This design comes from an exercise in tuning for small area and a short achievable clock period on the open sky130 flow, not from production work.
In this exercise RTL edits were held to simulation tests only and were not proved equivalent to the original.
Power figures rest on the tool's default switching activity, not on a simulated workload.

## design/flow/config.mk

```make
export PLATFORM = sky130hd
export DESIGN_NAME = cpuPipeline
export DESIGN_NICKNAME = cpuPipeline
export VERILOG_FILES = /design/flow/design.v
export SDC_FILE = /design/flow/constraint.sdc
export NUM_CORES = 4
export LEC_CHECK = 0
export CAP_MARGIN = 20
export CORE_MARGIN = 2
export CORE_UTILIZATION = 40
export SETUP_SLACK_MARGIN = 4.25
export SLEW_MARGIN = 20
```

## design/flow/constraint.sdc

```tcl
create_clock -name core_clock -period 7.5 [get_ports {clk}]
set_input_delay 1.5000 -clock core_clock [delete_from_list [all_inputs] [get_ports {clk}]]
set_output_delay 1.5000 -clock core_clock [all_outputs]
set_load 0.01 [all_outputs]
```

## design/flow/design.v

```verilog
package cpuPkg;
	localparam int instrWidth = 18;  
	localparam int regAddrWidth = 4;  
	localparam int regCount = 16;  
	localparam int opcodeMsb = 17;
	localparam int opcodeLsb = 12;
	localparam int a1Msb = 11;  
	localparam int a1Lsb = 8;
	localparam int a2Msb = 7;  
	localparam int a2Lsb = 4;
	localparam int immMsb = 3;  
	localparam int immLsb = 0;
	typedef logic [instrWidth-1:0] instr_t;
	typedef logic [regAddrWidth-1:0] regAddr_t;
	typedef enum logic [5:0] {
		opNop = 6'h00,
		opAdd = 6'h01,
		opSub = 6'h02,
		opAnd = 6'h03,
		opOr = 6'h04,
		opXor = 6'h05,
		opSlt = 6'h06,
		opAddi = 6'h07,  
		opMult = 6'h08,  
		opMfhi = 6'h09,
		opMflo = 6'h0A
	} opcode_t;
	localparam int selCount = 9;
	localparam int selAdd = 0;
	localparam int selSub = 1;
	localparam int selAnd = 2;
	localparam int selOr = 3;
	localparam int selXor = 4;
	localparam int selSlt = 5;
	localparam int selAddi = 6;
	localparam int selHi = 7;
	localparam int selLo = 8;
endpackage
module registerFile #(
	parameter int dataWidth = 16
) (
	input logic clk,
	input logic rst,
	input cpuPkg::regAddr_t ra1,  
	input cpuPkg::regAddr_t ra2,  
	output logic [dataWidth-1:0] rd1,
	output logic [dataWidth-1:0] rd2,
	input logic we,  
	input cpuPkg::regAddr_t wa,
	input logic [dataWidth-1:0] wd
);
	logic [dataWidth-1:0] regs [cpuPkg::regCount];  
	logic [dataWidth-1:0] wdR;
	logic [cpuPkg::regCount-1:0] weR;
	assign wdR = wd & {dataWidth{~rst}};
	always_comb begin
		for (int i = 0; i < cpuPkg::regCount; i++) begin
			weR[i] = rst | (we && (wa == i));
		end
	end
	always_ff @(posedge clk) begin
		for (int i = 0; i < cpuPkg::regCount; i++) begin
			if (weR[i]) regs[i] <= wdR;
		end
	end
	logic [cpuPkg::regCount-1:0] sel1, sel2;  
	always_comb begin
		for (int i = 0; i < cpuPkg::regCount; i++) begin
			sel1[i] = (ra1 == i);
			sel2[i] = (ra2 == i);
		end
	end
	always_comb begin
		rd1 = '0;
		rd2 = '0;
		for (int i = 0; i < cpuPkg::regCount; i++) begin
			rd1 = rd1 | (regs[i] & {dataWidth{sel1[i]}});
			rd2 = rd2 | (regs[i] & {dataWidth{sel2[i]}});
		end
	end
endmodule
module aluUnit #(
	parameter int dataWidth = 16
) (
	input logic [dataWidth-1:0] a,
	input logic [dataWidth-1:0] b,  
	input logic [cpuPkg::selCount-1:0] sel,  
	input logic sub,  
	output logic [dataWidth-1:0] y
);
	logic [dataWidth-1:0] sum;
	logic less;
	logic [dataWidth:0] sumC;
	assign sumC = {a, sub} + {b, sub};
	assign sum = sumC[dataWidth:1];
	assign less = (a[dataWidth-1] ^ ~b[dataWidth-1]) ? a[dataWidth-1] : sum[dataWidth-1];
	always_comb begin
		y = '0;
		if (sel[cpuPkg::selAdd] | sel[cpuPkg::selSub] | sel[cpuPkg::selAddi]) y = y | sum;
		if (sel[cpuPkg::selAnd]) y = y | (a & b);
		if (sel[cpuPkg::selOr]) y = y | (a | b);
		if (sel[cpuPkg::selXor]) y = y | (a ^ b);
		if (sel[cpuPkg::selSlt]) y = y | {{(dataWidth-1){1'b0}}, less};
	end
endmodule
module hiLoUnit #(
	parameter int dataWidth = 16
) (
	input logic clk,
	input logic rst,
	input logic we,  
	input logic [dataWidth-1:0] a,
	input logic [dataWidth-1:0] b,
	output logic [dataWidth-1:0] hi,
	output logic [dataWidth-1:0] lo,
	output logic valid  
);
	logic [2*dataWidth-1:0] x, y, z;
	logic [2*dataWidth-1:0] hlX, hlY, hlZ;
	logic [2*dataWidth-1:0] fs, fc;  
	logic hlValid;  
	logic [2*dataWidth-1:0] product;
	csMult csMult_i (.a(a), .b(b), .x(x), .y(y), .z(z));
	always_ff @(posedge clk) begin
		if (rst) hlValid <= 1'b0;
		else if (we) hlValid <= 1'b1;
	end
	always_ff @(posedge clk) begin
		if (we) begin
			hlX <= x;
			hlY <= y;
			hlZ <= z;
		end
	end
	assign fs = hlX ^ hlY ^ hlZ;
	assign fc = {(hlX[2*dataWidth-2:0] & hlY[2*dataWidth-2:0])
		| (hlX[2*dataWidth-2:0] & hlZ[2*dataWidth-2:0])
		| (hlY[2*dataWidth-2:0] & hlZ[2*dataWidth-2:0]), 1'b0};
	assign product = fs + fc;
	assign valid = hlValid;
	assign hi = product[2*dataWidth-1:dataWidth];
	assign lo = product[dataWidth-1:0];
endmodule
module csMult (
	input logic [15:0] a,
	input logic [15:0] b,
	output logic [31:0] x,
	output logic [31:0] y,
	output logic [31:0] z
);
	logic pp [16][16];
	for (genvar i = 0; i < 16; i++) begin : g_pp
		for (genvar j = 0; j < 16; j++) begin : g_ppj
			assign pp[i][j] = b[i] & a[j];
		end
	end
	logic c2, c4, c6, c8, c10, c12, c14, c16, c18, c20, c22, c24, c26, c28, c30, c32, c34, c36, c38, c40;
	logic c42, c44, c46, c48, c50, c52, c54, c56, c58, c60, c62, c64, c66, c68, c70, c72, c74, c76, c78, c80;
	logic c82, c84, c86, c88, c90, c92, c94, c96, c98, c100, c102, c104, c106, c108, c110, c112, c114, c116, c118, c120;
	logic c122, c124, c126, c128, c130, c132, c134, c136, c138, c140, c142, c144, c146, c148, c150, c152, c154, c156, c158, c160;
	logic c162, c164, c166, c168, c170, c172, c174, c176, c178, c180, c182, c184, c186, c188, c190, c192, c194, c196, c198, c200;
	logic c202, c204, c206, c208, c210, c212, c214, c216, c218, c220, c222, c224, c226, c228, c230, c232, c234, c236, c238, c240;
	logic c242, c244, c246, c248, c250, c252, c254, c256, c258, c260, c262, c264, c266, c268, c270, c272, c274, c276, c278, c280;
	logic c282, c284, c286, c288, c290, c292, c294, c296, c298, c300, c302, c304, c306, c308, c310, c312, c314, c316, c318, c320;
	logic c322, c324, c326, c328, c330, c332, c334, c336, c338, c340, c342, c344, c346, c348, c350, c352, c354, c356, c358, c360;
	logic c362, c364, c366, c368, c370, c372, c374, c376, c378, c380, s1, s3, s5, s7, s9, s11, s13, s15, s17, s19;
	logic s21, s23, s25, s27, s29, s31, s33, s35, s37, s39, s41, s43, s45, s47, s49, s51, s53, s55, s57, s59;
	logic s61, s63, s65, s67, s69, s71, s73, s75, s77, s79, s81, s83, s85, s87, s89, s91, s93, s95, s97, s99;
	logic s101, s103, s105, s107, s109, s111, s113, s115, s117, s119, s121, s123, s125, s127, s129, s131, s133, s135, s137, s139;
	logic s141, s143, s145, s147, s149, s151, s153, s155, s157, s159, s161, s163, s165, s167, s169, s171, s173, s175, s177, s179;
	logic s181, s183, s185, s187, s189, s191, s193, s195, s197, s199, s201, s203, s205, s207, s209, s211, s213, s215, s217, s219;
	logic s221, s223, s225, s227, s229, s231, s233, s235, s237, s239, s241, s243, s245, s247, s249, s251, s253, s255, s257, s259;
	logic s261, s263, s265, s267, s269, s271, s273, s275, s277, s279, s281, s283, s285, s287, s289, s291, s293, s295, s297, s299;
	logic s301, s303, s305, s307, s309, s311, s313, s315, s317, s319, s321, s323, s325, s327, s329, s331, s333, s335, s337, s339;
	logic s341, s343, s345, s347, s349, s351, s353, s355, s357, s359, s361, s363, s365, s367, s369, s371, s373, s375, s377, s379;
	assign s1 = pp[0][13] ^ pp[10][3];
	assign c2 = pp[0][13] & pp[10][3];
	assign s3 = pp[0][14] ^ pp[10][4] ^ pp[11][3];
	assign c4 = (pp[0][14] & pp[10][4]) | (pp[0][14] & pp[11][3]) | (pp[10][4] & pp[11][3]);
	assign s5 = pp[12][2] ^ pp[13][1];
	assign c6 = pp[12][2] & pp[13][1];
	assign s7 = pp[0][15] ^ pp[10][5] ^ pp[11][4];
	assign c8 = (pp[0][15] & pp[10][5]) | (pp[0][15] & pp[11][4]) | (pp[10][5] & pp[11][4]);
	assign s9 = pp[12][3] ^ pp[13][2] ^ pp[14][1];
	assign c10 = (pp[12][3] & pp[13][2]) | (pp[12][3] & pp[14][1]) | (pp[13][2] & pp[14][1]);
	assign s11 = pp[15][0] ^ pp[1][14];
	assign c12 = pp[15][0] & pp[1][14];
	assign s13 = pp[10][6] ^ pp[11][5] ^ pp[12][4];
	assign c14 = (pp[10][6] & pp[11][5]) | (pp[10][6] & pp[12][4]) | (pp[11][5] & pp[12][4]);
	assign s15 = pp[13][3] ^ pp[14][2] ^ pp[15][1];
	assign c16 = (pp[13][3] & pp[14][2]) | (pp[13][3] & pp[15][1]) | (pp[14][2] & pp[15][1]);
	assign s17 = pp[1][15] ^ pp[2][14];
	assign c18 = pp[1][15] & pp[2][14];
	assign s19 = pp[10][7] ^ pp[11][6] ^ pp[12][5];
	assign c20 = (pp[10][7] & pp[11][6]) | (pp[10][7] & pp[12][5]) | (pp[11][6] & pp[12][5]);
	assign s21 = pp[13][4] ^ pp[14][3] ^ pp[15][2];
	assign c22 = (pp[13][4] & pp[14][3]) | (pp[13][4] & pp[15][2]) | (pp[14][3] & pp[15][2]);
	assign s23 = pp[10][8] ^ pp[11][7] ^ pp[12][6];
	assign c24 = (pp[10][8] & pp[11][7]) | (pp[10][8] & pp[12][6]) | (pp[11][7] & pp[12][6]);
	assign s25 = pp[0][9] ^ pp[1][8];
	assign c26 = pp[0][9] & pp[1][8];
	assign s27 = pp[0][10] ^ pp[10][0] ^ pp[1][9];
	assign c28 = (pp[0][10] & pp[10][0]) | (pp[0][10] & pp[1][9]) | (pp[10][0] & pp[1][9]);
	assign s29 = pp[2][8] ^ pp[3][7];
	assign c30 = pp[2][8] & pp[3][7];
	assign s31 = pp[0][11] ^ pp[10][1] ^ pp[11][0];
	assign c32 = (pp[0][11] & pp[10][1]) | (pp[0][11] & pp[11][0]) | (pp[10][1] & pp[11][0]);
	assign s33 = pp[1][10] ^ pp[2][9] ^ pp[3][8];
	assign c34 = (pp[1][10] & pp[2][9]) | (pp[1][10] & pp[3][8]) | (pp[2][9] & pp[3][8]);
	assign s35 = pp[4][7] ^ pp[5][6];
	assign c36 = pp[4][7] & pp[5][6];
	assign s37 = pp[0][12] ^ pp[10][2] ^ pp[11][1];
	assign c38 = (pp[0][12] & pp[10][2]) | (pp[0][12] & pp[11][1]) | (pp[10][2] & pp[11][1]);
	assign s39 = pp[12][0] ^ pp[1][11] ^ pp[2][10];
	assign c40 = (pp[12][0] & pp[1][11]) | (pp[12][0] & pp[2][10]) | (pp[1][11] & pp[2][10]);
	assign s41 = pp[3][9] ^ pp[4][8] ^ pp[5][7];
	assign c42 = (pp[3][9] & pp[4][8]) | (pp[3][9] & pp[5][7]) | (pp[4][8] & pp[5][7]);
	assign s43 = pp[6][6] ^ pp[7][5];
	assign c44 = pp[6][6] & pp[7][5];
	assign s45 = pp[11][2] ^ pp[12][1] ^ pp[13][0];
	assign c46 = (pp[11][2] & pp[12][1]) | (pp[11][2] & pp[13][0]) | (pp[12][1] & pp[13][0]);
	assign s47 = pp[1][12] ^ pp[2][11] ^ pp[3][10];
	assign c48 = (pp[1][12] & pp[2][11]) | (pp[1][12] & pp[3][10]) | (pp[2][11] & pp[3][10]);
	assign s49 = pp[4][9] ^ pp[5][8] ^ pp[6][7];
	assign c50 = (pp[4][9] & pp[5][8]) | (pp[4][9] & pp[6][7]) | (pp[5][8] & pp[6][7]);
	assign s51 = pp[7][6] ^ pp[8][5] ^ pp[9][4];
	assign c52 = (pp[7][6] & pp[8][5]) | (pp[7][6] & pp[9][4]) | (pp[8][5] & pp[9][4]);
	assign s53 = pp[14][0] ^ pp[1][13] ^ pp[2][12];
	assign c54 = (pp[14][0] & pp[1][13]) | (pp[14][0] & pp[2][12]) | (pp[1][13] & pp[2][12]);
	assign s55 = pp[3][11] ^ pp[4][10] ^ pp[5][9];
	assign c56 = (pp[3][11] & pp[4][10]) | (pp[3][11] & pp[5][9]) | (pp[4][10] & pp[5][9]);
	assign s57 = pp[6][8] ^ pp[7][7] ^ pp[8][6];
	assign c58 = (pp[6][8] & pp[7][7]) | (pp[6][8] & pp[8][6]) | (pp[7][7] & pp[8][6]);
	assign s59 = pp[9][5] ^ c2 ^ s5;
	assign c60 = (pp[9][5] & c2) | (pp[9][5] & s5) | (c2 & s5);
	assign s61 = pp[2][13] ^ pp[3][12] ^ pp[4][11];
	assign c62 = (pp[2][13] & pp[3][12]) | (pp[2][13] & pp[4][11]) | (pp[3][12] & pp[4][11]);
	assign s63 = pp[5][10] ^ pp[6][9] ^ pp[7][8];
	assign c64 = (pp[5][10] & pp[6][9]) | (pp[5][10] & pp[7][8]) | (pp[6][9] & pp[7][8]);
	assign s65 = pp[8][7] ^ pp[9][6] ^ c6;
	assign c66 = (pp[8][7] & pp[9][6]) | (pp[8][7] & c6) | (pp[9][6] & c6);
	assign s67 = s11 ^ c4 ^ s7;
	assign c68 = (s11 & c4) | (s11 & s7) | (c4 & s7);
	assign s69 = pp[3][13] ^ pp[4][12] ^ pp[5][11];
	assign c70 = (pp[3][13] & pp[4][12]) | (pp[3][13] & pp[5][11]) | (pp[4][12] & pp[5][11]);
	assign s71 = pp[6][10] ^ pp[7][9] ^ pp[8][8];
	assign c72 = (pp[6][10] & pp[7][9]) | (pp[6][10] & pp[8][8]) | (pp[7][9] & pp[8][8]);
	assign s73 = pp[9][7] ^ c12 ^ s17;
	assign c74 = (pp[9][7] & c12) | (pp[9][7] & s17) | (c12 & s17);
	assign s75 = c10 ^ c8 ^ s13;
	assign c76 = (c10 & c8) | (c10 & s13) | (c8 & s13);
	assign s77 = pp[2][15] ^ pp[3][14] ^ pp[4][13];
	assign c78 = (pp[2][15] & pp[3][14]) | (pp[2][15] & pp[4][13]) | (pp[3][14] & pp[4][13]);
	assign s79 = pp[5][12] ^ pp[6][11] ^ pp[7][10];
	assign c80 = (pp[5][12] & pp[6][11]) | (pp[5][12] & pp[7][10]) | (pp[6][11] & pp[7][10]);
	assign s81 = pp[8][9] ^ pp[9][8] ^ c18;
	assign c82 = (pp[8][9] & pp[9][8]) | (pp[8][9] & c18) | (pp[9][8] & c18);
	assign s83 = c14 ^ c16 ^ s19;
	assign c84 = (c14 & c16) | (c14 & s19) | (c16 & s19);
	assign s85 = pp[13][5] ^ pp[14][4] ^ pp[15][3];
	assign c86 = (pp[13][5] & pp[14][4]) | (pp[13][5] & pp[15][3]) | (pp[14][4] & pp[15][3]);
	assign s87 = pp[3][15] ^ pp[4][14] ^ pp[5][13];
	assign c88 = (pp[3][15] & pp[4][14]) | (pp[3][15] & pp[5][13]) | (pp[4][14] & pp[5][13]);
	assign s89 = pp[6][12] ^ pp[7][11] ^ pp[8][10];
	assign c90 = (pp[6][12] & pp[7][11]) | (pp[6][12] & pp[8][10]) | (pp[7][11] & pp[8][10]);
	assign s91 = pp[9][9] ^ c20 ^ c22;
	assign c92 = (pp[9][9] & c20) | (pp[9][9] & c22) | (c20 & c22);
	assign s93 = pp[10][9] ^ pp[11][8] ^ pp[12][7];
	assign c94 = (pp[10][9] & pp[11][8]) | (pp[10][9] & pp[12][7]) | (pp[11][8] & pp[12][7]);
	assign s95 = pp[13][6] ^ pp[14][5] ^ pp[15][4];
	assign c96 = (pp[13][6] & pp[14][5]) | (pp[13][6] & pp[15][4]) | (pp[14][5] & pp[15][4]);
	assign s97 = pp[4][15] ^ pp[5][14] ^ pp[6][13];
	assign c98 = (pp[4][15] & pp[5][14]) | (pp[4][15] & pp[6][13]) | (pp[5][14] & pp[6][13]);
	assign s99 = pp[7][12] ^ pp[8][11] ^ pp[9][10];
	assign c100 = (pp[7][12] & pp[8][11]) | (pp[7][12] & pp[9][10]) | (pp[8][11] & pp[9][10]);
	assign s101 = pp[10][10] ^ pp[11][9] ^ pp[12][8];
	assign c102 = (pp[10][10] & pp[11][9]) | (pp[10][10] & pp[12][8]) | (pp[11][9] & pp[12][8]);
	assign s103 = pp[13][7] ^ pp[14][6] ^ pp[15][5];
	assign c104 = (pp[13][7] & pp[14][6]) | (pp[13][7] & pp[15][5]) | (pp[14][6] & pp[15][5]);
	assign s105 = pp[5][15] ^ pp[6][14] ^ pp[7][13];
	assign c106 = (pp[5][15] & pp[6][14]) | (pp[5][15] & pp[7][13]) | (pp[6][14] & pp[7][13]);
	assign s107 = pp[10][11] ^ pp[11][10] ^ pp[12][9];
	assign c108 = (pp[10][11] & pp[11][10]) | (pp[10][11] & pp[12][9]) | (pp[11][10] & pp[12][9]);
	assign s109 = pp[13][8] ^ pp[14][7] ^ pp[15][6];
	assign c110 = (pp[13][8] & pp[14][7]) | (pp[13][8] & pp[15][6]) | (pp[14][7] & pp[15][6]);
	assign s111 = pp[10][12] ^ pp[11][11] ^ pp[12][10];
	assign c112 = (pp[10][12] & pp[11][11]) | (pp[10][12] & pp[12][10]) | (pp[11][11] & pp[12][10]);
	assign s113 = pp[0][6] ^ pp[1][5];
	assign c114 = pp[0][6] & pp[1][5];
	assign s115 = pp[0][7] ^ pp[1][6] ^ pp[2][5];
	assign c116 = (pp[0][7] & pp[1][6]) | (pp[0][7] & pp[2][5]) | (pp[1][6] & pp[2][5]);
	assign s117 = pp[3][4] ^ pp[4][3];
	assign c118 = pp[3][4] & pp[4][3];
	assign s119 = pp[0][8] ^ pp[1][7] ^ pp[2][6];
	assign c120 = (pp[0][8] & pp[1][7]) | (pp[0][8] & pp[2][6]) | (pp[1][7] & pp[2][6]);
	assign s121 = pp[3][5] ^ pp[4][4] ^ pp[5][3];
	assign c122 = (pp[3][5] & pp[4][4]) | (pp[3][5] & pp[5][3]) | (pp[4][4] & pp[5][3]);
	assign s123 = pp[6][2] ^ pp[7][1];
	assign c124 = pp[6][2] & pp[7][1];
	assign s125 = pp[2][7] ^ pp[3][6] ^ pp[4][5];
	assign c126 = (pp[2][7] & pp[3][6]) | (pp[2][7] & pp[4][5]) | (pp[3][6] & pp[4][5]);
	assign s127 = pp[5][4] ^ pp[6][3] ^ pp[7][2];
	assign c128 = (pp[5][4] & pp[6][3]) | (pp[5][4] & pp[7][2]) | (pp[6][3] & pp[7][2]);
	assign s129 = pp[8][1] ^ pp[9][0] ^ s25;
	assign c130 = (pp[8][1] & pp[9][0]) | (pp[8][1] & s25) | (pp[9][0] & s25);
	assign s131 = pp[4][6] ^ pp[5][5] ^ pp[6][4];
	assign c132 = (pp[4][6] & pp[5][5]) | (pp[4][6] & pp[6][4]) | (pp[5][5] & pp[6][4]);
	assign s133 = pp[7][3] ^ pp[8][2] ^ pp[9][1];
	assign c134 = (pp[7][3] & pp[8][2]) | (pp[7][3] & pp[9][1]) | (pp[8][2] & pp[9][1]);
	assign s135 = c26 ^ s29 ^ s27;
	assign c136 = (c26 & s29) | (c26 & s27) | (s29 & s27);
	assign s137 = pp[6][5] ^ pp[7][4] ^ pp[8][3];
	assign c138 = (pp[6][5] & pp[7][4]) | (pp[6][5] & pp[8][3]) | (pp[7][4] & pp[8][3]);
	assign s139 = pp[9][2] ^ c30 ^ s35;
	assign c140 = (pp[9][2] & c30) | (pp[9][2] & s35) | (c30 & s35);
	assign s141 = c28 ^ s31 ^ s33;
	assign c142 = (c28 & s31) | (c28 & s33) | (s31 & s33);
	assign s143 = pp[8][4] ^ pp[9][3] ^ c36;
	assign c144 = (pp[8][4] & pp[9][3]) | (pp[8][4] & c36) | (pp[9][3] & c36);
	assign s145 = s43 ^ c32 ^ c34;
	assign c146 = (s43 & c32) | (s43 & c34) | (c32 & c34);
	assign s147 = s37 ^ s39 ^ s41;
	assign c148 = (s37 & s39) | (s37 & s41) | (s39 & s41);
	assign s149 = c44 ^ s1 ^ c38;
	assign c150 = (c44 & s1) | (c44 & c38) | (s1 & c38);
	assign s151 = c40 ^ c42 ^ s45;
	assign c152 = (c40 & c42) | (c40 & s45) | (c42 & s45);
	assign s153 = s47 ^ s49 ^ s51;
	assign c154 = (s47 & s49) | (s47 & s51) | (s49 & s51);
	assign s155 = c46 ^ c48 ^ c50;
	assign c156 = (c46 & c48) | (c46 & c50) | (c48 & c50);
	assign s157 = c52 ^ s3 ^ s53;
	assign c158 = (c52 & s3) | (c52 & s53) | (s3 & s53);
	assign s159 = s55 ^ s57 ^ s59;
	assign c160 = (s55 & s57) | (s55 & s59) | (s57 & s59);
	assign s161 = c54 ^ c56 ^ c58;
	assign c162 = (c54 & c56) | (c54 & c58) | (c56 & c58);
	assign s163 = s61 ^ s63 ^ s9;
	assign c164 = (s61 & s63) | (s61 & s9) | (s63 & s9);
	assign s165 = c60 ^ s65 ^ s67;
	assign c166 = (c60 & s65) | (c60 & s67) | (s65 & s67);
	assign s167 = c62 ^ c64 ^ s15;
	assign c168 = (c62 & c64) | (c62 & s15) | (c64 & s15);
	assign s169 = s69 ^ s71 ^ c66;
	assign c170 = (s69 & s71) | (s69 & c66) | (s71 & c66);
	assign s171 = s73 ^ c68 ^ s75;
	assign c172 = (s73 & c68) | (s73 & s75) | (c68 & s75);
	assign s173 = c70 ^ c72 ^ s21;
	assign c174 = (c70 & c72) | (c70 & s21) | (c72 & s21);
	assign s175 = s77 ^ s79 ^ c74;
	assign c176 = (s77 & s79) | (s77 & c74) | (s79 & c74);
	assign s177 = s81 ^ c76 ^ s83;
	assign c178 = (s81 & c76) | (s81 & s83) | (c76 & s83);
	assign s179 = c78 ^ c80 ^ s23;
	assign c180 = (c78 & c80) | (c78 & s23) | (c80 & s23);
	assign s181 = s85 ^ s87 ^ s89;
	assign c182 = (s85 & s87) | (s85 & s89) | (s87 & s89);
	assign s183 = c82 ^ c84 ^ s91;
	assign c184 = (c82 & c84) | (c82 & s91) | (c84 & s91);
	assign s185 = c24 ^ c86 ^ c88;
	assign c186 = (c24 & c86) | (c24 & c88) | (c86 & c88);
	assign s187 = c90 ^ s93 ^ s95;
	assign c188 = (c90 & s93) | (c90 & s95) | (s93 & s95);
	assign s189 = s97 ^ s99 ^ c92;
	assign c190 = (s97 & s99) | (s97 & c92) | (s99 & c92);
	assign s191 = pp[8][12] ^ pp[9][11] ^ c100;
	assign c192 = (pp[8][12] & pp[9][11]) | (pp[8][12] & c100) | (pp[9][11] & c100);
	assign s193 = c94 ^ c96 ^ c98;
	assign c194 = (c94 & c96) | (c94 & c98) | (c96 & c98);
	assign s195 = s101 ^ s103 ^ s105;
	assign c196 = (s101 & s103) | (s101 & s105) | (s103 & s105);
	assign s197 = pp[6][15] ^ pp[7][14] ^ pp[8][13];
	assign c198 = (pp[6][15] & pp[7][14]) | (pp[6][15] & pp[8][13]) | (pp[7][14] & pp[8][13]);
	assign s199 = pp[9][12] ^ c102 ^ c104;
	assign c200 = (pp[9][12] & c102) | (pp[9][12] & c104) | (c102 & c104);
	assign s201 = c106 ^ s107 ^ s109;
	assign c202 = (c106 & s107) | (c106 & s109) | (s107 & s109);
	assign s203 = pp[13][9] ^ pp[14][8] ^ pp[15][7];
	assign c204 = (pp[13][9] & pp[14][8]) | (pp[13][9] & pp[15][7]) | (pp[14][8] & pp[15][7]);
	assign s205 = pp[7][15] ^ pp[8][14] ^ pp[9][13];
	assign c206 = (pp[7][15] & pp[8][14]) | (pp[7][15] & pp[9][13]) | (pp[8][14] & pp[9][13]);
	assign s207 = c108 ^ c110 ^ s111;
	assign c208 = (c108 & c110) | (c108 & s111) | (c110 & s111);
	assign s209 = pp[10][13] ^ pp[11][12] ^ pp[12][11];
	assign c210 = (pp[10][13] & pp[11][12]) | (pp[10][13] & pp[12][11]) | (pp[11][12] & pp[12][11]);
	assign s211 = pp[13][10] ^ pp[14][9] ^ pp[15][8];
	assign c212 = (pp[13][10] & pp[14][9]) | (pp[13][10] & pp[15][8]) | (pp[14][9] & pp[15][8]);
	assign s213 = pp[8][15] ^ pp[9][14] ^ c112;
	assign c214 = (pp[8][15] & pp[9][14]) | (pp[8][15] & c112) | (pp[9][14] & c112);
	assign s215 = pp[10][14] ^ pp[11][13] ^ pp[12][12];
	assign c216 = (pp[10][14] & pp[11][13]) | (pp[10][14] & pp[12][12]) | (pp[11][13] & pp[12][12]);
	assign s217 = pp[13][11] ^ pp[14][10] ^ pp[15][9];
	assign c218 = (pp[13][11] & pp[14][10]) | (pp[13][11] & pp[15][9]) | (pp[14][10] & pp[15][9]);
	assign s219 = pp[10][15] ^ pp[11][14] ^ pp[12][13];
	assign c220 = (pp[10][15] & pp[11][14]) | (pp[10][15] & pp[12][13]) | (pp[11][14] & pp[12][13]);
	assign s221 = pp[0][4] ^ pp[1][3];
	assign c222 = pp[0][4] & pp[1][3];
	assign s223 = pp[0][5] ^ pp[1][4] ^ pp[2][3];
	assign c224 = (pp[0][5] & pp[1][4]) | (pp[0][5] & pp[2][3]) | (pp[1][4] & pp[2][3]);
	assign s225 = pp[3][2] ^ pp[4][1];
	assign c226 = pp[3][2] & pp[4][1];
	assign s227 = pp[2][4] ^ pp[3][3] ^ pp[4][2];
	assign c228 = (pp[2][4] & pp[3][3]) | (pp[2][4] & pp[4][2]) | (pp[3][3] & pp[4][2]);
	assign s229 = pp[5][1] ^ pp[6][0] ^ s113;
	assign c230 = (pp[5][1] & pp[6][0]) | (pp[5][1] & s113) | (pp[6][0] & s113);
	assign s231 = pp[5][2] ^ pp[6][1] ^ pp[7][0];
	assign c232 = (pp[5][2] & pp[6][1]) | (pp[5][2] & pp[7][0]) | (pp[6][1] & pp[7][0]);
	assign s233 = c114 ^ s117 ^ s115;
	assign c234 = (c114 & s117) | (c114 & s115) | (s117 & s115);
	assign s235 = pp[8][0] ^ c118 ^ s123;
	assign c236 = (pp[8][0] & c118) | (pp[8][0] & s123) | (c118 & s123);
	assign s237 = c116 ^ s119 ^ s121;
	assign c238 = (c116 & s119) | (c116 & s121) | (s119 & s121);
	assign s239 = c124 ^ c120 ^ c122;
	assign c240 = (c124 & c120) | (c124 & c122) | (c120 & c122);
	assign s241 = s125 ^ s127 ^ s129;
	assign c242 = (s125 & s127) | (s125 & s129) | (s127 & s129);
	assign s243 = c126 ^ c128 ^ s131;
	assign c244 = (c126 & c128) | (c126 & s131) | (c128 & s131);
	assign s245 = s133 ^ c130 ^ s135;
	assign c246 = (s133 & c130) | (s133 & s135) | (c130 & s135);
	assign s247 = c132 ^ c134 ^ s137;
	assign c248 = (c132 & c134) | (c132 & s137) | (c134 & s137);
	assign s249 = s139 ^ c136 ^ s141;
	assign c250 = (s139 & c136) | (s139 & s141) | (c136 & s141);
	assign s251 = c138 ^ c140 ^ s143;
	assign c252 = (c138 & c140) | (c138 & s143) | (c140 & s143);
	assign s253 = c142 ^ s145 ^ s147;
	assign c254 = (c142 & s145) | (c142 & s147) | (s145 & s147);
	assign s255 = c144 ^ c146 ^ c148;
	assign c256 = (c144 & c146) | (c144 & c148) | (c146 & c148);
	assign s257 = s149 ^ s151 ^ s153;
	assign c258 = (s149 & s151) | (s149 & s153) | (s151 & s153);
	assign s259 = c150 ^ c152 ^ c154;
	assign c260 = (c150 & c152) | (c150 & c154) | (c152 & c154);
	assign s261 = s155 ^ s157 ^ s159;
	assign c262 = (s155 & s157) | (s155 & s159) | (s157 & s159);
	assign s263 = c156 ^ c158 ^ s161;
	assign c264 = (c156 & c158) | (c156 & s161) | (c158 & s161);
	assign s265 = s163 ^ c160 ^ s165;
	assign c266 = (s163 & c160) | (s163 & s165) | (c160 & s165);
	assign s267 = c162 ^ c164 ^ s167;
	assign c268 = (c162 & c164) | (c162 & s167) | (c164 & s167);
	assign s269 = s169 ^ c166 ^ s171;
	assign c270 = (s169 & c166) | (s169 & s171) | (c166 & s171);
	assign s271 = c168 ^ s173 ^ c170;
	assign c272 = (c168 & s173) | (c168 & c170) | (s173 & c170);
	assign s273 = s175 ^ c172 ^ s177;
	assign c274 = (s175 & c172) | (s175 & s177) | (c172 & s177);
	assign s275 = c174 ^ s179 ^ s181;
	assign c276 = (c174 & s179) | (c174 & s181) | (s179 & s181);
	assign s277 = c176 ^ c178 ^ s183;
	assign c278 = (c176 & c178) | (c176 & s183) | (c178 & s183);
	assign s279 = c180 ^ c182 ^ s185;
	assign c280 = (c180 & c182) | (c180 & s185) | (c182 & s185);
	assign s281 = s187 ^ c184 ^ s189;
	assign c282 = (s187 & c184) | (s187 & s189) | (c184 & s189);
	assign s283 = c186 ^ c188 ^ s191;
	assign c284 = (c186 & c188) | (c186 & s191) | (c188 & s191);
	assign s285 = s193 ^ s195 ^ c190;
	assign c286 = (s193 & s195) | (s193 & c190) | (s195 & c190);
	assign s287 = s197 ^ c192 ^ c194;
	assign c288 = (s197 & c192) | (s197 & c194) | (c192 & c194);
	assign s289 = c196 ^ s199 ^ s201;
	assign c290 = (c196 & s199) | (c196 & s201) | (s199 & s201);
	assign s291 = c198 ^ s203 ^ s205;
	assign c292 = (c198 & s203) | (c198 & s205) | (s203 & s205);
	assign s293 = c200 ^ c202 ^ s207;
	assign c294 = (c200 & c202) | (c200 & s207) | (c202 & s207);
	assign s295 = c204 ^ c206 ^ s209;
	assign c296 = (c204 & c206) | (c204 & s209) | (c206 & s209);
	assign s297 = s211 ^ c208 ^ s213;
	assign c298 = (s211 & c208) | (s211 & s213) | (c208 & s213);
	assign s299 = pp[9][15] ^ c210 ^ c212;
	assign c300 = (pp[9][15] & c210) | (pp[9][15] & c212) | (c210 & c212);
	assign s301 = s215 ^ s217 ^ c214;
	assign c302 = (s215 & s217) | (s215 & c214) | (s217 & c214);
	assign s303 = pp[13][12] ^ pp[14][11] ^ pp[15][10];
	assign c304 = (pp[13][12] & pp[14][11]) | (pp[13][12] & pp[15][10]) | (pp[14][11] & pp[15][10]);
	assign s305 = c216 ^ c218 ^ s219;
	assign c306 = (c216 & c218) | (c216 & s219) | (c218 & s219);
	assign s307 = pp[11][15] ^ pp[12][14] ^ pp[13][13];
	assign c308 = (pp[11][15] & pp[12][14]) | (pp[11][15] & pp[13][13]) | (pp[12][14] & pp[13][13]);
	assign s309 = pp[14][12] ^ pp[15][11] ^ c220;
	assign c310 = (pp[14][12] & pp[15][11]) | (pp[14][12] & c220) | (pp[15][11] & c220);
	assign s311 = pp[12][15] ^ pp[13][14] ^ pp[14][13];
	assign c312 = (pp[12][15] & pp[13][14]) | (pp[12][15] & pp[14][13]) | (pp[13][14] & pp[14][13]);
	assign s313 = pp[0][3] ^ pp[1][2];
	assign c314 = pp[0][3] & pp[1][2];
	assign s315 = pp[2][2] ^ pp[3][1] ^ pp[4][0];
	assign c316 = (pp[2][2] & pp[3][1]) | (pp[2][2] & pp[4][0]) | (pp[3][1] & pp[4][0]);
	assign s317 = pp[5][0] ^ c222 ^ s225;
	assign c318 = (pp[5][0] & c222) | (pp[5][0] & s225) | (c222 & s225);
	assign s319 = c226 ^ c224 ^ s227;
	assign c320 = (c226 & c224) | (c226 & s227) | (c224 & s227);
	assign s321 = c228 ^ s231 ^ c230;
	assign c322 = (c228 & s231) | (c228 & c230) | (s231 & c230);
	assign s323 = c232 ^ s235 ^ c234;
	assign c324 = (c232 & s235) | (c232 & c234) | (s235 & c234);
	assign s325 = c236 ^ c238 ^ s239;
	assign c326 = (c236 & c238) | (c236 & s239) | (c238 & s239);
	assign s327 = c240 ^ s243 ^ c242;
	assign c328 = (c240 & s243) | (c240 & c242) | (s243 & c242);
	assign s329 = c244 ^ s247 ^ c246;
	assign c330 = (c244 & s247) | (c244 & c246) | (s247 & c246);
	assign s331 = c248 ^ s251 ^ c250;
	assign c332 = (c248 & s251) | (c248 & c250) | (s251 & c250);
	assign s333 = c252 ^ c254 ^ s255;
	assign c334 = (c252 & c254) | (c252 & s255) | (c254 & s255);
	assign s335 = c256 ^ c258 ^ s259;
	assign c336 = (c256 & c258) | (c256 & s259) | (c258 & s259);
	assign s337 = c260 ^ s263 ^ c262;
	assign c338 = (c260 & s263) | (c260 & c262) | (s263 & c262);
	assign s339 = c264 ^ s267 ^ c266;
	assign c340 = (c264 & s267) | (c264 & c266) | (s267 & c266);
	assign s341 = c268 ^ s271 ^ c270;
	assign c342 = (c268 & s271) | (c268 & c270) | (s271 & c270);
	assign s343 = s275 ^ c272 ^ c274;
	assign c344 = (s275 & c272) | (s275 & c274) | (c272 & c274);
	assign s345 = c276 ^ s279 ^ c278;
	assign c346 = (c276 & s279) | (c276 & c278) | (s279 & c278);
	assign s347 = c280 ^ s283 ^ c282;
	assign c348 = (c280 & s283) | (c280 & c282) | (s283 & c282);
	assign s349 = c284 ^ s287 ^ s289;
	assign c350 = (c284 & s287) | (c284 & s289) | (s287 & s289);
	assign s351 = s291 ^ c288 ^ c290;
	assign c352 = (s291 & c288) | (s291 & c290) | (c288 & c290);
	assign s353 = c292 ^ s295 ^ c294;
	assign c354 = (c292 & s295) | (c292 & c294) | (s295 & c294);
	assign s355 = c296 ^ s299 ^ c298;
	assign c356 = (c296 & s299) | (c296 & c298) | (s299 & c298);
	assign s357 = s303 ^ c300 ^ s305;
	assign c358 = (s303 & c300) | (s303 & s305) | (c300 & s305);
	assign s359 = c304 ^ s307 ^ c306;
	assign c360 = (c304 & s307) | (c304 & c306) | (s307 & c306);
	assign s361 = pp[15][12] ^ c308 ^ s311;
	assign c362 = (pp[15][12] & c308) | (pp[15][12] & s311) | (c308 & s311);
	assign s363 = pp[13][15] ^ pp[14][14] ^ pp[15][13];
	assign c364 = (pp[13][15] & pp[14][14]) | (pp[13][15] & pp[15][13]) | (pp[14][14] & pp[15][13]);
	assign s365 = s293 ^ c350 ^ s351;
	assign c366 = (s293 & c350) | (s293 & s351) | (c350 & s351);
	assign s367 = s297 ^ c352 ^ s353;
	assign c368 = (s297 & c352) | (s297 & s353) | (c352 & s353);
	assign s369 = s301 ^ c354 ^ s355;
	assign c370 = (s301 & c354) | (s301 & s355) | (c354 & s355);
	assign s371 = c302 ^ s357 ^ c356;
	assign c372 = (c302 & s357) | (c302 & c356) | (s357 & c356);
	assign s373 = s309 ^ c358 ^ s359;
	assign c374 = (s309 & c358) | (s309 & s359) | (c358 & s359);
	assign s375 = c310 ^ s361 ^ c360;
	assign c376 = (c310 & s361) | (c310 & c360) | (s361 & c360);
	assign s377 = c312 ^ s363 ^ c362;
	assign c378 = (c312 & s363) | (c312 & c362) | (s363 & c362);
	assign s379 = pp[14][15] ^ pp[15][14] ^ c364;
	assign c380 = (pp[14][15] & pp[15][14]) | (pp[14][15] & c364) | (pp[15][14] & c364);
	assign x = {1'b0, pp[15][15], s379, s377, c374, s373, c370, c368, c366, s365, c286, s285, s281, s277, s273, s269, c336, s261, s257, s253, s249, c326, s241, s237, c320, c318, c316, c314, pp[2][1], pp[0][2], pp[0][1], pp[0][0]};
	assign y = {1'b0, c380, c378, c376, s375, c372, s371, s369, s367, 1'b0, s349, c346, c344, c342, c340, c338, s265, c334, c332, c330, c328, s245, c324, c322, s233, s229, s223, s221, pp[3][0], pp[1][1], pp[1][0], 1'b0};
	assign z = {1'b0, 1'b0, 1'b0, 1'b0, 1'b0, 1'b0, 1'b0, 1'b0, 1'b0, 1'b0, c348, s347, s345, s343, s341, s339, s337, s335, s333, s331, s329, s327, s325, s323, s321, s319, s317, s315, s313, pp[2][0], 1'b0, 1'b0};
endmodule
module decodeStage #(
	parameter int dataWidth = 16
) (
	input logic clk,
	input logic rst,
	input logic instrValid,  
	input cpuPkg::instr_t instr,
	input logic wbValid,  
	input cpuPkg::regAddr_t wbAddr,
	input logic [dataWidth-1:0] wbData,
	input logic [dataWidth-1:0] exResult,  
	output logic [dataWidth-1:0] exRd1,
	output logic [dataWidth-1:0] exRd2,  
	output cpuPkg::regAddr_t exWriteAddr,
	output logic exWriteEn,
	output logic exMult,  
	output logic [cpuPkg::selCount-1:0] exSel,  
	output logic exSub  
);
	logic [5:0] opcode;
	cpuPkg::regAddr_t a1F, a2F, immF;  
	logic [dataWidth-1:0] rd1, rd2;
	logic [cpuPkg::selCount-1:0] sel;
	logic dstIsA2;
	logic fwdEx1, fwdEx2, fwdWb1, fwdWb2, fwdRf1, fwdRf2;
	assign opcode = instr[cpuPkg::opcodeMsb:cpuPkg::opcodeLsb];
	assign a1F = instr[cpuPkg::a1Msb:cpuPkg::a1Lsb];
	assign a2F = instr[cpuPkg::a2Msb:cpuPkg::a2Lsb];
	assign immF = instr[cpuPkg::immMsb:cpuPkg::immLsb];
	registerFile #(.dataWidth(dataWidth)) registerFile_i (
		.clk(clk), .rst(rst),
		.ra1(a1F), .ra2(a2F), .rd1(rd1), .rd2(rd2),
		.we(wbValid), .wa(wbAddr), .wd(wbData)
	);
	always_comb begin
		sel = '0;
		case (opcode)
			cpuPkg::opAdd: sel[cpuPkg::selAdd] = 1'b1;
			cpuPkg::opSub: sel[cpuPkg::selSub] = 1'b1;
			cpuPkg::opAnd: sel[cpuPkg::selAnd] = 1'b1;
			cpuPkg::opOr: sel[cpuPkg::selOr] = 1'b1;
			cpuPkg::opXor: sel[cpuPkg::selXor] = 1'b1;
			cpuPkg::opSlt: sel[cpuPkg::selSlt] = 1'b1;
			cpuPkg::opAddi: sel[cpuPkg::selAddi] = 1'b1;
			cpuPkg::opMfhi: sel[cpuPkg::selHi] = 1'b1;
			cpuPkg::opMflo: sel[cpuPkg::selLo] = 1'b1;
			default: ;  
		endcase
	end
	assign dstIsA2 = (opcode == cpuPkg::opAddi);  
	assign fwdEx1 = exWriteEn && (exWriteAddr == a1F);
	assign fwdEx2 = exWriteEn && (exWriteAddr == a2F);
	assign fwdWb1 = !fwdEx1 && wbValid && (wbAddr == a1F);
	assign fwdWb2 = !fwdEx2 && wbValid && (wbAddr == a2F);
	assign fwdRf1 = !fwdEx1 && !fwdWb1;
	assign fwdRf2 = !fwdEx2 && !fwdWb2;
	always_ff @(posedge clk) begin
		if (rst) begin
			exWriteEn <= 1'b0;
			exMult <= 1'b0;
		end else begin
			exWriteEn <= instrValid & (|sel);  
			exMult <= instrValid & (opcode == cpuPkg::opMult);
		end
	end
	always_ff @(posedge clk) begin
		exRd1 <= (exResult & {dataWidth{fwdEx1}})
			| (wbData & {dataWidth{fwdWb1}})
			| (rd1 & {dataWidth{fwdRf1}});
		if (sel[cpuPkg::selAddi]) begin
			exRd2 <= {{(dataWidth-cpuPkg::regAddrWidth){1'b0}}, immF};
		end else begin
			exRd2 <= ((exResult & {dataWidth{fwdEx2}})
				| (wbData & {dataWidth{fwdWb2}})
				| (rd2 & {dataWidth{fwdRf2}}))
				^ {dataWidth{sel[cpuPkg::selSub] | sel[cpuPkg::selSlt]}};
		end
		exWriteAddr <= dstIsA2 ? a2F : immF;
		exSel <= sel;
		exSub <= sel[cpuPkg::selSub] | sel[cpuPkg::selSlt];
	end
endmodule
module executeStage #(
	parameter int dataWidth = 16
) (
	input logic clk,
	input logic rst,
	input logic [dataWidth-1:0] exRd1,  
	input logic [dataWidth-1:0] exRd2,
	input cpuPkg::regAddr_t exWriteAddr,
	input logic exWriteEn,
	input logic exMult,
	input logic [cpuPkg::selCount-1:0] exSel,
	input logic exSub,
	output logic wbValid,  
	output cpuPkg::regAddr_t wbAddr,
	output logic [dataWidth-1:0] wbData,
	output logic [dataWidth-1:0] exResult  
);
	logic [dataWidth-1:0] srcA, srcB;
	logic [dataWidth-1:0] aluY;
	logic [dataWidth-1:0] hi, lo;
	logic hiLoValid;  
	logic [dataWidth-1:0] result;
	assign srcA = exRd1;
	assign srcB = exRd2;
	aluUnit #(.dataWidth(dataWidth)) aluUnit_i (
		.a(srcA),
		.b(srcB),
		.sel(exSel),
		.sub(exSub),
		.y(aluY)
	);
	hiLoUnit #(.dataWidth(dataWidth)) hiLoUnit_i (
		.clk(clk),
		.rst(rst),
		.we(exMult),
		.a(srcA),
		.b(srcB),
		.hi(hi),
		.lo(lo),
		.valid(hiLoValid)
	);
	assign result = aluY
		| (hi & {dataWidth{exSel[cpuPkg::selHi] & hiLoValid}})
		| (lo & {dataWidth{exSel[cpuPkg::selLo] & hiLoValid}});
	assign exResult = result;
	always_ff @(posedge clk) begin
		if (rst) begin
			wbValid <= 1'b0;
		end else begin
			wbValid <= exWriteEn;  
		end
	end
	always_ff @(posedge clk) begin
		wbAddr <= exWriteAddr;
		wbData <= result;
	end
endmodule
module cpuPipeline #(
	parameter int dataWidth = 16
) (
	input logic clk,
	input logic rst,
	input logic instrValid,
	input cpuPkg::instr_t instr,
	output logic wbValid,
	output cpuPkg::regAddr_t wbAddr,
	output logic [dataWidth-1:0] wbData
);
	logic [dataWidth-1:0] exRd1, exRd2;
	logic [dataWidth-1:0] exResult;
	cpuPkg::regAddr_t exWriteAddr;
	logic exWriteEn;
	logic exMult;
	logic [cpuPkg::selCount-1:0] exSel;
	logic exSub;
	decodeStage #(.dataWidth(dataWidth)) decodeStage_i (
		.clk(clk), .rst(rst), .instrValid(instrValid), .instr(instr),
		.wbValid(wbValid), .wbAddr(wbAddr), .wbData(wbData),
		.exRd1(exRd1), .exRd2(exRd2), .exResult(exResult),
		.exWriteAddr(exWriteAddr), .exWriteEn(exWriteEn),
		.exMult(exMult), .exSel(exSel), .exSub(exSub)
	);
	executeStage #(.dataWidth(dataWidth)) executeStage_i (
		.clk(clk), .rst(rst),
		.exRd1(exRd1), .exRd2(exRd2),
		.exWriteAddr(exWriteAddr), .exWriteEn(exWriteEn),
		.exMult(exMult), .exSel(exSel), .exSub(exSub),
		.wbValid(wbValid), .wbAddr(wbAddr), .wbData(wbData),
		.exResult(exResult)
	);
endmodule
```

## design/flow/flow/run.sh

```bash
#!/bin/bash
# The standard layout (standard.sh, standard synthesis included) with two
# changes: the port buffers are buf_4 cells rather than the delay cells
# buffer_ports picks by itself, and clock tree synthesis adds no dummy loads and
# clusters up to 20 registers per leaf buffer.
set -euo pipefail
export BUFFER_PORTS_ARGS="-buffer_cell sky130_fd_sc_hd__buf_4"
export CTS_ARGS="-sink_clustering_enable -repair_clock_nets -dont_use_dummy_load -sink_clustering_size 20 -sink_clustering_max_diameter 100"
bash standard.sh > standard.log 2>&1
```

## design/flow/standard.sh

```bash
#!/bin/bash
# synth_recipe.tcl (not shown) runs the flow's synth.tcl, then flattens the netlist and writes it again
# the make line also repeats each setting of config.mk as NAME=value (left out here)
make -C /OpenROAD-flow-scripts/flow DESIGN_CONFIG=/design/flow/config.mk WORK_HOME=/design/flow/orfs CLKGATE_MAP_FILE= SYNTH_SCRIPT=/design/flow/synth_recipe.tcl "${@:-finish}"
```

==> results of run 1 <==
==> area by class of cell <==
class	instances	area share, %
tap	846	3.49
clock buffer	24	1.98
multi-input combinational	1509	46.6
inverter	229	3.13
sequential	406	38.3
timing repair buffer	224	6.51
==> metal layers <==
metal | vias up | track usage [%] | routed length (um)
li1 | 8417 | - | -
met1 | 10236 | 34.9 | 34200
met2 | 1443 | 46.3 | 44100
met3 | 408 | 5.65 | 10000
met4 | 0 | 13.1 | 6190
met5 | - | 0 | 0
==> kinds of logic (layout without fill, tap and decap cells) <==
family | after synthesis | after routing | synth area share, %
simple gates | 626 | 628 | 11.6
fa+ha+maj | 282 | 282 | 19.5
compound gates | 511 | 511 | 15.3
xor+xnor | 43 | 43 | 1.46
mux | 45 | 45 | 1.80
flops | 406 | 406 | 44.7
buf+inv | 353 | 477 | 5.71
==> sequential cells by signal, indices dropped and copies added (netlist names), 9 cells and up <==
name and cells:
decodeStage_i.registerFile_i.regs 256, decodeStage_i.exRd1 16, executeStage_i.wbData 16, executeStage_i.hiLoUnit_i.hlY 29, executeStage_i.hiLoUnit_i.hlX 31, decodeStage_i.exRd2 16, executeStage_i.hiLoUnit_i.hlZ 20, decodeStage_i.exSel 9
==> synthesized netlist by cell type (all sizes together) (8+ instances only) <==
cell,number,area (um2)
edfxtp,336,10100
nor2,254,953
inv,227,852
fa,199,3980
nand2,168,631
a221oi,92,843
ha,83,1040
a22oi,82,616
a22o,80,701
clkbuf,77,340
dfxtp,70,1400
o21ai,58,290
a21oi,57,285
buf,47,270
nor3,37,201
mux2i,35,350
nand3,34,175
nand4,33,206
xor2,29,254
a21o,26,196
a211oi,22,190
nor2b,20,125
nand2b,14,87.6
xnor2,14,123
o211ai,11,87.6
o31ai,11,101
mux2,10,113
nor4,9,68.8
o21a,9,67.6
a31oi,8,50.1
and2,8,51.3
and3,8,50.1
==> critical path, delay by kind of cell, from the launching register on <==
kind                     cells  cell delay, ns
AO/OA/AOI/OAI                6            1.34
adder cells (fa/ha/maj)      3            1.09
flip-flops                   1            0.41
buffers and inverters        1            0.16
multiplexers                 1            0.16
XOR/XNOR                     1            0.16
==> worst max path at each step <==
stage                                     start                      end  slack, ns  cells past startpoint
3_5_place_dp                           instr[6]   decodeStage_i.exRd2[2]       3.17                      9
6_report       executeStage_i.hiLoUnit_i.hlZ[2]   decodeStage_i.exRd2[2]       4.07                     12
2_1_floorplan                          instr[6]  decodeStage_i.exRd2[11]       4.20                     11
3_3_place_gp                           instr[7]   decodeStage_i.exRd2[8]       3.16                      8
5_1_grt        executeStage_i.hiLoUnit_i.hlZ[2]   decodeStage_i.exRd2[2]       3.99                     12
4_1_cts        executeStage_i.hiLoUnit_i.hlZ[2]   decodeStage_i.exRd1[8]       4.09                     11
==> repair_timing <==
action                     4_1_cts  5_1_grt
setup buffers                   94       39
gates resized for setup        240      146
cloned                           0        2
pin swaps                       61       75
setup endpoints to repair       71       55
==> report_power, final <==
group / internal (mW) / switching [mW] / leakage, nW
registers: 2.62 / 0.135 / 3.98
logic: 0.632 / 0.982 / 7.46
clock network: 0.567 / 0.733 / 0.296
==> impl_results.md, run 1 <==
- Antenna cells: 0
- Die ar.: around 66000 um2
- Dpl cells: 3079
- Area Overhead vs Synth: 17.7%
- Fmax: roughly 0.3 GHz
- Hold Vio Cnt, Final: 0
- Drt pass-1 iters: 5
- CTS Buf Count: 24
- Die Y-Extent: 258 um
- GPL Wtd Cong: 1.00
- Hold EP: executeStage_i.wbAddr[1]
- Vias in the first global route: approximately 21000
- Largest net degree at the start of global routing: 66
- Critical path's largest stage delay: 0.49 ns
- Final TNS setup: 0 ns
- Avg WL per Cell: 29.2 um
- Layout cells sized above 1: between 20% and 30%
- Clock sinks: 406
- Post-synth EDFFs: 336
- Placed cell areas: 27100 um2
- Seq/Total Area, Yosys: between 40 and 50%
- Nature of the critical path endpoint: flip-flop
- Commonest non-fill, non-tap cells in the layout: edfxtp_1, nor2_1, inv_1
- Clock Latency Late Sink: around 0.60 ns
- Leak: 11.7 nW
- Hold Path Cell Cnt: 0
- Pwr/cell area: 187 nW/um2
- Crit Path Category: reg2reg
- Cells after Synth: between 2000 and 2500
- Clk slew on worst S/H paths: 0.09 ns
- Top Ports: 42
- Fin worst setup slack: 4.07 ns
- CP arrival: 3.89 ns
- First-pass GRT wire length: ~140000 um
- Total Routing Usage GR: 27.9%
- Most common cell after layout, fill and taps aside: edfxtp_1
- Cell Area, Synth: 25700 um2
- Reg2Reg Launch Point: executeStage_i.hiLoUnit_i.hlZ[2]
- Post-route ant nets: 0
- GR Overflow Total: 0
- CTS Root Cell: clkbuf_16
- Synth async-reset ratio: 0%
- TritonCTS clock tree: built
- Warnings from Yosys: 8
- Worst setup SP type: flip-flop
- CP max-delay cell: fa_1
- Fill count: 5690
- Worst Hold Class: reg2reg
- IO buf count: 41
- CP cell instances: fa_1 -> ha_2 -> fa_2 -> a211oi_4 -> buf_4 -> o21ai_4 -> a31o_2 -> o21a_1 -> o31ai_4 -> mux2i_1 -> xnor2_1 -> o21ai_2
- Critical Path RT: 7.96 ns
- Top FF cell, synth: edfxtp_1
- Post-route clock skew: 0.0502 ns
- Die width: 258 um
- Worst-margin pin slew: about 1.1 ns
- Max_cap viols: 0
- Cell variety after synth: 98
- R2r endpoint: decodeStage_i.exRd2[2]
- Via density: approximately 6.3
- DR DRC count: 0
- Core area: 63300 um2
- Worst hold slack: 0.403 ns
- Multi-input gate area: 14100 um2
- Total Routed Length: 94500 um
- Htree depth: 1
- #FFs+latches synth: 406
- Hold buffer count at cts: 0
- Reg area: 11600 um2
- Cell Rows: 92
- Min Tclk post-route: 3.43 ns
- Tcrit/Tclk final: 45.7%
- Worst IR Drop VDD: 0.000190 V
- Pre-CTS setup slack: 3.17 ns
- Via count: 20504
- Clock Path Buffers: 3
- Max-slew violations: 0
- Dpl hpwl: ~63000 um
- Utilization after layout: about 48%
- Reg2Reg Depth: 12
- R2R setup slack: 4.07 ns
- Initial antenna violation count: 1
- Relative slew slack: ~25%
- Fin area: 30300 um2
- Synthesized Nets: 2569
- Non-filler cells in the finished layout: 3238
- RSZ-0062 raised after global routing: yes
- Total power: 5.67 mW
- Outcome: complete, no violations
- Fin nets: 2697
- DRT iter0 DRCs: 2862
- Final Setup Violations: 0
- Initial core utilization: between 40% and 50%
- Hold Startpoint: decodeStage_i.exWriteAddr[1]
- Synthesized area per cell: 11.4 um2
- CP max FO: 3
==> run 2: changes to the inputs <==
--- a/design/flow/config.mk
+++ b/design/flow/config.mk
@@ -10,3 +10,3 @@
 export CORE_UTILIZATION = 40
-export SETUP_SLACK_MARGIN = 4.25
+export SETUP_SLACK_MARGIN = 4.45
 export SLEW_MARGIN = 20
==> run 2 against run 1 <==
Against the previous run: register-to-register slack about the same; still clean; setup slack got worse by 0.00052 ns; design area up 1.2%; first-iteration DRC count is 6.2% lower; hold slack lost 0.0050 ns; global-route usage grew 0.27 points; sequential power hardly changed; via count shrank 0.85%; non-clock buffer count grew 2; combinational power rose by 4%.
==> impl_results.md, run 2 <==
- Outcome: complete, no violations
- CTS Buf Count: 25
- #FFs+latches synth: 406
- Synth top area cells: edfxtp_1, fa_1, dfxtp_1
- Synth Area in Adders: between 10% and 20%
- First-pass GRT wire length: 138000 um
- Non-filler cells in the finished layout: 3243
- CP cell instances: fa_2 -> ha_4 -> fa_2 -> a211oi_4 -> o211a_4 -> o41a_1 -> nor2_2 -> o2111ai_2 -> mux2i_2 -> a41oi_2 -> a21oi_2
- Clk slew on worst S/H paths: 0.09 ns
- Synthesized Nets: 2569
- Total Routed Length: 94500 um
- Dpl hpwl: 62700 um
- Drt pass-1 iters: 10
- Nature of the critical path endpoint: flip-flop
- Worst IR Drop VDD: 0.000181 V
- Max_cap viols: 0
- Fmax: 0.292 GHz
- Layout cells sized above 1: 26.3%
- Initial antenna violation count: 4
- Final Setup Violations: 0
- IO buf count: 41
- Initial core utilization: 40.6%
- Post-route clock skew: 0.0534 ns
- Clock Path Buffers: 3
- Crit Path Category: reg2reg
- Post-route ant nets: 0
- Post-synth EDFFs: 336
- Leak: 11.8 nW
- Top-count cell post-synth: edfxtp_1
- Cell Rows: 92
- Critical Path RT: 7.96 ns
- Net Sw Frac: 32.7%
- CP most frequent cell: fa_2
- Htree depth: 1
- CP max FO: 3
- Synthesized area per cell: 11.4 um2
- Clock sinks: approximately 400
- R2R setup slack: slightly above 4 ns
- Most common cell after layout, fill and taps aside: edfxtp_1
- Worst Hold Class: reg2reg
- Clock Latency Late Sink: 0.61 ns
- Total Routing Usage GR: 28.1%
- Vias in the first global route: between 20000 and 25000
- CP arrival: 3.89 ns
- Core area: 63300 um2
- Seq/Total Area, Yosys: 44.7%
- Mux cell area share after synthesis: 1.80%
- Final TNS setup: 0 ns
- Main combinational cell family by area after synthesis: adder cells
- Critical path's largest stage delay: 0.50 ns
- Placed cell areas: approximately 27000 um2
- Total power: approximately 5.8 mW
- Post-synth top area share: 39.2%
- TritonCTS clock tree: built
- Max reg flops: between 200 and 300
- Synth async-reset ratio: 0%
- Hold buffer count at cts: 0
- Tcrit/Tclk final: between 40% and 50%
- Dpl cells: 3079
- Area Overhead vs Synth: 19.1%
- Comb pwr share: 29.0%
- GPL Wtd Cong: 1.02
- Top Ports: 42
- Largest reg by FF count: decodeStage_i.registerFile_i.regs
- Fin area: 30700 um2
- Commonest non-fill, non-tap cells in the layout: edfxtp_1, nor2_1, buf_4
- Biggest registers after layout: decodeStage_i.registerFile_i.regs (256), executeStage_i.hiLoUnit_i.hlX (31), executeStage_i.hiLoUnit_i.hlY (29)
- RSZ-0062 raised after global routing: yes
- Min Tclk post-route: 3.43 ns
- Pwr/cell area: ~190 nW/um2
- GR Overflow Total: 0
- Cells after Synth: around 2300
- Warnings from Yosys: 8
- Die width: 258 um
- Largest net degree at the start of global routing: 65
- Via count: 20329
- DR DRC count: 0
- Cell Area, Synth: 25700 um2
- Worst hold slack: 0.398 ns
- Die ar.: 66400 um2
- Delay-heaviest family, CP: compound AO/OA/AOI/OAI gates
- Int Power: 3.88 mW
- Via density: 6.27
- Relative slew slack: 28.0%
- Sum of buffers and inverters on the critical path: 0
- Simple-Gate Fraction of Synth Area: 11.6%
- Max-slew violations: 0
- Top FF cell, synth: edfxtp_1
- NetSw: around 1.9 mW
- Worst setup SP type: flip-flop
- Fin nets: 2700
- CTS Root Cell: clkbuf_16
- CP max-delay cell: fa_2
- Cell variety after synth: 98
- Sequential Power Share: between 40 and 50%
- Compound-gate portion of the synthesized area: 15.3%
- Die Y-Extent: 258 um
- Fill count: 5643
- Top cells by count, synth: edfxtp_1, nor2_1, inv_1
- Worst-margin pin slew: roughly 1.1 ns
- Avg WL per Cell: 29.1 um
- Cell taking the most area after synthesis: edfxtp_1
- Hold Vio Cnt, Final: 0
- DRT iter0 DRCs: 2685
- Post-synthesis xor/xnor area fraction: 1.46%
- Clock power frac: 22.9%
[run 2: cell counts after synthesis]
Identical to the previous run, type by type.
[run 2: power by group through the flow]
stage,Sequential (mW),Combinational [mW],Clock [mW]
2_1_floorplan,2.73,0.946,0
3_3_place_gp,2.80,1.33,0
3_5_place_dp,2.80,1.36,0
4_1_cts,2.76,1.57,1.34
5_1_grt,2.77,1.83,1.41
6_report,2.77,1.67,1.32
[run 2: through the flow]
stage | setup slack [ns] | util, %
floorplan | 4.20 | -
global placement | 3.22 | 43.3
detailed placement | 3.24 | 43.3
CTS | 4.09 | 47.3
global route | 3.99 | 48.4
finish | 4.07 | 48.4
[run 2: logic make-up after synthesis]
| family | count (synthesis) |
|---|---|
| AND/OR/NAND/NOR | 626 |
| multiplexers | 45 |
| AO/OA/AOI/OAI | 511 |
| buffers and inverters | 353 |
| flip-flops | 406 |
| adder cells (fa/ha/maj) | 282 |
| XOR/XNOR | 43 |
[run 2: area by class of cell]
| cell class | count | area, um2 | share of cell area (%) |
|---|---|---|---|
| timing repair buffer | 226 | 1960 | 6.38 |
| multi-input combinational | 1507 | 14400 | 46.8 |
| tap | 846 | 1060 | 3.45 |
| antenna | 2 | 5.00 | 0.0163 |
| clock buffer | 25 | 626 | 2.04 |
| timing repair inverter | 2 | 12.5 | 0.0408 |
| inverter | 229 | 1030 | 3.38 |
| sequential | 406 | 11600 | 37.9 |
[run 2: final timing paths]
| path | startpoint | end | cells after the start |
|---|---|---|---|
| worst min-delay path | decodeStage_i.exWriteAddr[1] | executeStage_i.wbAddr[1] | 0 |
| worst max-delay path | executeStage_i.hiLoUnit_i.hlZ[2] | decodeStage_i.exRd2[8] | 11 |
| worst max register to register | executeStage_i.hiLoUnit_i.hlZ[2] | decodeStage_i.exRd2[8] | 11 |
| worst min register to register | decodeStage_i.exWriteAddr[1] | executeStage_i.wbAddr[1] | 0 |
[run 2: metal layers]
metal	part of all wire (%)	vias to the layer above	GRT usage (%)
met5	0.013	-	0
met4	7.1	2	14.6
met3	9.8	405	5.50
met2	46	1358	46.6
met1	37	10126	35.0
li1	-	8438	-
[run 2: timing repair]
item,in CTS,in global routing
resized for setup,307,125
pin swaps,90,69
endpoints found under the hold margin,0,0
buffers inserted,103,32
gates cloned,2,0
setup endpoints to repair,84,69
==> run 3: changes to the inputs <==
--- a/design/flow/config.mk
+++ b/design/flow/config.mk
@@ -10,3 +10,3 @@
 export CORE_UTILIZATION = 40
-export SETUP_SLACK_MARGIN = 4.45
+export SETUP_SLACK_MARGIN = 4.7
 export SLEW_MARGIN = 20
==> run 3 against run 2 <==
Against the previous run: critical path depth unchanged; core utilization increased by 0.86 points; clock power barely moved; via count up 1.3%; sequential power about the same; non-clock buffer count grew 20; highest routed layer is now met4.
==> impl_results.md, run 3 <==
- Outcome: complete, no violations
- Antenna cells: 0
- IO buf count: 41
- Htree depth: 1
- Hold buffer count at cts: 0
- Hold EP: executeStage_i.wbAddr[0]
- Hold Startpoint: decodeStage_i.exWriteAddr[0]
- Via count: 20593
- Leak: 12.0 nW
- CTS Buf Count: 26
- Post-route clock skew: 0.0873 ns
- Sequential Power Share: 47.1%
- Total Routing Usage GR: roughly 29%
- Reg2Reg Depth: 11
- Area Overhead vs Synth: 21.2%
- Most common cell after layout, fill and taps aside: edfxtp_1
- Reg2Reg Launch Point: executeStage_i.hiLoUnit_i.hlZ[2]
- Cell Area, Synth: 25700 um2
- Crit Path Category: reg2reg
- Cell variety after synth: just under 100
- Top cells by count, synth: edfxtp_1, nor2_1, inv_1
- Hold Vio Cnt, Final: 0
- Cell Rows: 92
- Post-synth EDFFs: between 300 and 400
- Worst IR Drop VDD: 0.000180 V
- Synth top area cells: edfxtp_1, fa_1, dfxtp_1
- Fmax: 0.289 GHz
- Final Setup Violations: 0
- Dpl cells: 3063
- Clock sinks: 406
- R2r endpoint: decodeStage_i.exRd2[6]
- Placed cell areas: 27600 um2
- GPL Wtd Cong: ~0.96
- Warnings from Yosys: 8
- Fin area: 31200 um2
- Vias in the first global route: 21106
- Largest net degree at the start of global routing: 68
- Nature of the critical path endpoint: flip-flop
- Max-slew violations: 0
- Int Power: 3.94 mW
- Top-count cell post-synth: edfxtp_1
- GR Overflow Total: 0
- Tcrit/Tclk final: 46.2%
- Total Routed Length: 96500 um
- Largest reg by FF count: decodeStage_i.registerFile_i.regs
- Synthesized Nets: 2569
- Dpl hpwl: 63200 um
- Cells after Synth: 2266
- Fin nets: 2721
- Worst setup SP type: flip-flop
- Biggest registers after layout: decodeStage_i.registerFile_i.regs (256), executeStage_i.hiLoUnit_i.hlX (31), executeStage_i.hiLoUnit_i.hlY (29)
- Layout cells sized above 1: 29.1%
- Drt pass-1 iters: 8
- Via density: around 6.3
- #FFs+latches synth: 406
- Clock Path Buffers: 3
- CP arrival: 3.94 ns
- DRT iter0 DRCs: ~2700
- Min Tclk post-route: 3.47 ns
- Max reg flops: 256
- Final TNS setup: 0 ns
- TritonCTS clock tree: built
- Die Y-Extent: about 260 um
- Die width: 258 um
- First-pass GRT wire length: 140000 um
- Critical Path RT: 7.98 ns
- Die ar.: 66400 um2
- Core area: 63300 um2
- R2R setup slack: approximately 4.0 ns
- CTS Root Cell: clkbuf_16
- Initial antenna violation count: 1
- Relative slew slack: ~28%
- Seq/Total Area, Yosys: ~45%
- Post-synth top area share: 39.2%
- Non-filler cells in the finished layout: ~3300
- Cell taking the most area after synthesis: edfxtp_1
- RSZ-0062 raised after global routing: yes
- Net Sw Frac: between 30% and 40%
- Top FF cell, synth: edfxtp_1
- Hold Path Cell Cnt: 0
- Clock power frac: 22.9%
- Commonest non-fill, non-tap cells in the layout: edfxtp_1, nor2_1, buf_4
- Avg WL per Cell: 29.6 um
- Synth async-reset ratio: 0%
- Clock Latency Late Sink: roughly 0.62 ns
- CP max FO: 3
- Clk slew on worst S/H paths: 0.08 ns
- Initial core utilization: 40.6%
- DR DRC count: 0
- Max_cap viols: 0
- Top Ports: 42
- Worst Hold Class: reg2reg
- Post-route ant nets: 0
- NetSw: 1.95 mW
- Synthesized area per cell: 11.4 um2
- Comb pwr share: 30.0%
- Pwr/cell area: 189 nW/um2
- Worst-margin pin slew: 1.07 ns
## run 3: changes by cell type in the layout (fill, tap and decap cells not counted), sizes merged
cell,before,now
clkbuf,25,27
clkinv,4,10
clkinvlp,6,10
inv,221,211
diode,2,0
buf,226,245
## run 3: logic make-up (layout without fill, tap and decap cells)
logic type	Yosys count	count (layout)	synth area share, %
adder cells (fa/ha/maj)	282	282	19.5
flip-flops	406	406	44.7
multiplexers	45	45	1.80
XOR/XNOR	43	43	1.46
buffers and inverters	353	503	5.71
AO/OA/AOI/OAI	511	511	15.3
AND/OR/NAND/NOR	626	626	11.6
## run 3: power by group through the flow
stage,Clock (mW),Combinational [mW],Sequential [mW]
after global placement,0,1.33,2.82
after CTS,1.37,1.63,2.76
final,1.35,1.77,2.77
after detailed placement,0,1.38,2.82
after floorplan,0,0.986,2.73
after global routing,1.44,1.92,2.78
## run 3: how the worst max path moves through the flow
stage / from / to / slack [ns] / depth (start not counted)
after floorplan: instr[6] / decodeStage_i.exRd2[11] / 4.20 / 11
after global placement: instr[6] / decodeStage_i.exRd2[12] / 3.41 / 9
after detailed placement: instr[4] / decodeStage_i.exRd2[4] / 3.31 / 9
after CTS: executeStage_i.hiLoUnit_i.hlX[2] / decodeStage_i.exRd2[8] / 4.11 / 12
after global routing: executeStage_i.hiLoUnit_i.hlZ[2] / decodeStage_i.exRd2[6] / 3.95 / 11
final: executeStage_i.hiLoUnit_i.hlZ[2] / decodeStage_i.exRd2[6] / 4.03 / 11
## run 3: what timing repair did
action / in CTS / in global routing
buffers inserted: 126 / 45
setup endpoints to repair: 170 / 93
gates resized for setup: 321 / 135
pin swaps: 72 / 64
gates cloned: 1 / 1
## run 3: cell type report
cell class	count	area, um2
clock buffer	26	651
fill	5534	32100
inverter	229	1070
multi-input combinational	1507	14600
sequential	406	11600
tap	846	1060
timing repair buffer	246	2150
timing repair inverter	2	20.0
## run 3: worst max-delay path, cell delays in order, from the launching register on
cell and delay, ns:
edfxtp_1 0.41, fa_1 0.51, ha_2 0.20, fa_2 0.39, a211oi_4 0.32, o21ai_2 0.16, a32oi_4 0.30, nand3b_1 0.25
xor2_2 0.24, a21oi_2 0.28, mux2i_1 0.23, nor3_1 0.07
## run 3: per-stage QoR
stage	power (mW)	worst slack [ns]	hold WS, ns	utilization (%)
2_1_floorplan	3.72	4.20	0.373	-
3_3_place_gp	4.15	3.41	0.395	43.6
3_5_place_dp	4.19	3.31	0.403	43.6
4_1_cts	5.77	4.11	0.407	48.0
5_1_grt	6.15	3.95	0.416	49.3
6_report	5.89	4.03	0.407	49.3
## run 3: per-layer routing
layer	share of wire (%)	vias up	GRT usage (%)
li1	-	8466	-
met3	9.7	507	6.08
met1	36	10178	34.3
met5	0	-	0
met2	46	1442	46.4
met4	8.8	0	18.9

-- separate check: timing with driven ports --
How much do the figures lean on ideal ports? The routed layouts below were timed once more, with nothing changed but the port constraints. Step 1, drivers: a clkbuf_16 drives clk and a buf_2 each remaining input, both assumed. Step 2 also shifts input and output timing later by t, the mid clock arrival at the registers, as if the neighbouring blocks saw the same clock. Slacks: ideal / step 1 / step 2; pairs: ideal / step 1.
| run | t, ns | slack for setup (ns) |
|---|---|---|
| run 1 | 0.637 | 4.071 / 4.071 / 3.516 |
| run 2 | 0.643 | 4.070 / 4.070 / 3.505 |
| run 3 | 0.639 | 4.034 / 4.034 / 3.580 |
After both steps setup and hold are still met in every run listed.
